Background: an optimization exercise with open tools, aiming at small area, a short achievable clock period and few clock cycles per item. Do not read the settings as production practice.
In this exercise RTL edits were held to simulation tests only and were not proved equivalent to the original.
Power is estimated from default activity; no workload was simulated.

run 1:
==> flow/design.v (excerpt) <==
module quadrature_decoder_velocity_core
(
    input  wire logic      clk,
    input  wire logic      rst_n,
    input  wire logic      in_valid,
    output logic           in_stall,
    input  wire logic [35:0] in_data_bits,
    output logic           out_valid,
    input  wire logic      out_stall,
    output logic [64:0]    out_data_bits
);
    localparam int FD = 16;              
    localparam int MW = 45;              
    localparam logic [MW-1:0] SCALE    = MW'(15625);              
    localparam logic [MW-1:0] MAG_MAX1 = MW'(45'h1e847fffc2f7);   
    localparam logic [MW-1:0] MAG_MAX2 = MW'(45'h1e847fff85ee);   
    localparam logic [1:0] C_QRY = 2'd0;
    localparam logic [1:0] C_UP  = 2'd1;
    localparam logic [1:0] C_DN  = 2'd2;
    localparam logic [1:0] C_RST = 2'd3;
    logic        ivalid;
    logic [34:0] ibuf;           
    logic        eqz;            
    logic        stall_r;
    logic        proc;           
    logic        in_fire;
    logic [1:0]  in_op;
    logic [31:0] in_time;
    logic        in_up;
    logic        is_query;
    assign in_op    = ibuf[34:33];
    assign in_time  = ibuf[31:0];
    assign in_up    = ibuf[32];
    assign is_query = (in_op == qdv_pkg::OP_QUERY);
    assign in_stall = stall_r;
    assign in_fire  = in_valid && !stall_r;
    logic [1:0]  fifo_mem [FD];
    logic [4:0]  fcnt;
    logic        fne, ffull;     
    logic [1:0]  head;
    logic [1:0]  push_code;
    logic        pop;
    assign head = fifo_mem[0];
    logic          msgn;
    logic [MW-1:0] mag;
    logic          mzero, mmin, mmax;    
    logic [31:0]   snap_time;
  ...
Size: about 2,500 cells after synthesis, about 330 flip-flops, roughly 0.022 mm^2 of cells after synthesis.
export LEC_CHECK = 0
export CAP_MARGIN = 20
export CORE_MARGIN = 2
export CORE_UTILIZATION = 55
export CTS_CLUSTER_DIAMETER = 80
export CTS_CLUSTER_SIZE = 20
export PLACE_DENSITY = 0.65
export SETUP_SLACK_MARGIN = 4.4
export SLEW_MARGIN = 20
create_clock -name core_clock -period 8.0 [get_ports {clk}]
run.sh (not shown) runs the stock make flow with config.mk's settings and CLKGATE_MAP_FILE= SYNTH_SCRIPT=/design/flow/synth_recipe.tcl, a recipe that flattens the netlist after the stock synthesis.
Testbench counts of run 1, summed over its fixed seeds: cycles 32,309, items 24,063.
Input-level comparison between run 2 and run 1:
- clearing CTS_CLUSTER_SIZE, which used to be 20
- clearing CTS_CLUSTER_DIAMETER, which used to be 80
- swapping 0.65 for 0.72 in PLACE_DENSITY
- swapping 55 for 62 in CORE_UTILIZATION
Notes after the runs:
Per the comparison of run 2 with run 1, final-layout worst hold slack down 0.0063 ns; wire length on met3 up 980 um. Comparing met3 global-route usage for run 2 and run 1, the smaller number came from run 1. Run 2 against run 1: top achievable clock speed down 3.6%, number of logic inverters in the finished layout up 3, data required time at the worst endpoint flat.
--- input diff run 2..run 3 ---
- PLACE_DENSITY changed from 0.72 to 0.65
- SETUP_SLACK_MARGIN changed from 4.4 to 4.3
- CORE_UTILIZATION changed from 62 to 55
## What came out
Critical path depth in run 3 is 1 below run 2. Compared to run 2, run 3 has chip width about 6% higher. Sum of internal, switching and leakage power: run 3 vs run 2, no meaningful difference. The higher first-pass detailed-route iteration total of run 2 and run 3 is in run 2. Any difference in worst setup slack between run 2 and run 3 is small enough to ignore. Going from run 2 to run 3, cell area power density saw little to no change; power share of the clock group saw an increase; fraction of power spent switching nets saw a decrease. Non-clock buffer count: run 3 lower than run 2.

v6:
Starting RTL as in the previous note.
clock: 8.0 ns
lec_check: 0
cap_margin: 20
core_margin: 2
core_utilization: 55
cts_cluster_diameter: 100
cts_cluster_size: 30
place_density: 0.65
setup_slack_margin: 4.4
slew_margin: 20
Testbench counts of v6, summed over its fixed seeds: cycles 32,309, items 24,063.
[inputs] v7 vs v6
# v6
export LEC_CHECK = 0
export CAP_MARGIN = 20
export CORE_MARGIN = 2
export CORE_UTILIZATION = 55
export CTS_CLUSTER_DIAMETER = 100
export CTS_CLUSTER_SIZE = 30
export PLACE_DENSITY = 0.65
export SETUP_SLACK_MARGIN = 4.4
export SLEW_MARGIN = 20
create_clock -name core_clock -period 8.0 [get_ports {clk}]
# v7
export LEC_CHECK = 0
export CAP_MARGIN = 20
export CORE_MARGIN = 2
export CORE_UTILIZATION = 55
export PLACE_DENSITY = 0.65
export SETUP_SLACK_MARGIN = 4.5
export SLEW_MARGIN = 20
export TNS_END_PERCENT = 0
create_clock -name core_clock -period 8.0 [get_ports {clk}]
Results
- Lower layout overhead on the synthesized area among v7 and v6: v6
- Lower combinational share of power among v7 and v6: v7
- For the sequential group share of total power, v7 came in 1.4 points lower than v6 did.
- Clock-pin slew on the worst setup and hold paths was higher in v6 than in v7.

separate check: timing with driven ports:
No port has a modelled driver above. Below, the same layouts with a new extraction and two added sets of constraints. Step 1 sets driving cells, clkbuf_16 on the clock port and buf_2 on the other inputs (assumed; they add their load-dependent delay and slew). Step 2, shift: input delay + t, output delay - t, t = (earliest + latest rising clock arrival at the registers) / 2. This alone moves slack from input paths to output paths. Three values: ideal ports, drivers, drivers and shift; two values: the first two.
| run | t, ns | setup slack, ns | slew at the worst register clock pin (ns) |
|---|---|---|---|
| run 1 | 0.643 | 4.378 / 4.378 / 4.164 | 0.09 / 0.09 |
| run 2 | 0.613 | 4.244 / 4.244 / 3.874 | 0.06 / 0.06 |
| run 3 | 0.625 | 4.243 / 4.243 / 3.771 | 0.06 / 0.06 |
| v6 | 0.607 | 4.362 / 4.362 / 4.045 | 0.12 / 0.12 |
| v7 | 0.615 | 4.289 / 4.289 / 3.763 | 0.06 / 0.06 |
After both steps every run listed still meets setup and hold. The setup slack of v7, which loses most, moves by 0.000 ns with the drivers and by -0.526 ns with both steps.
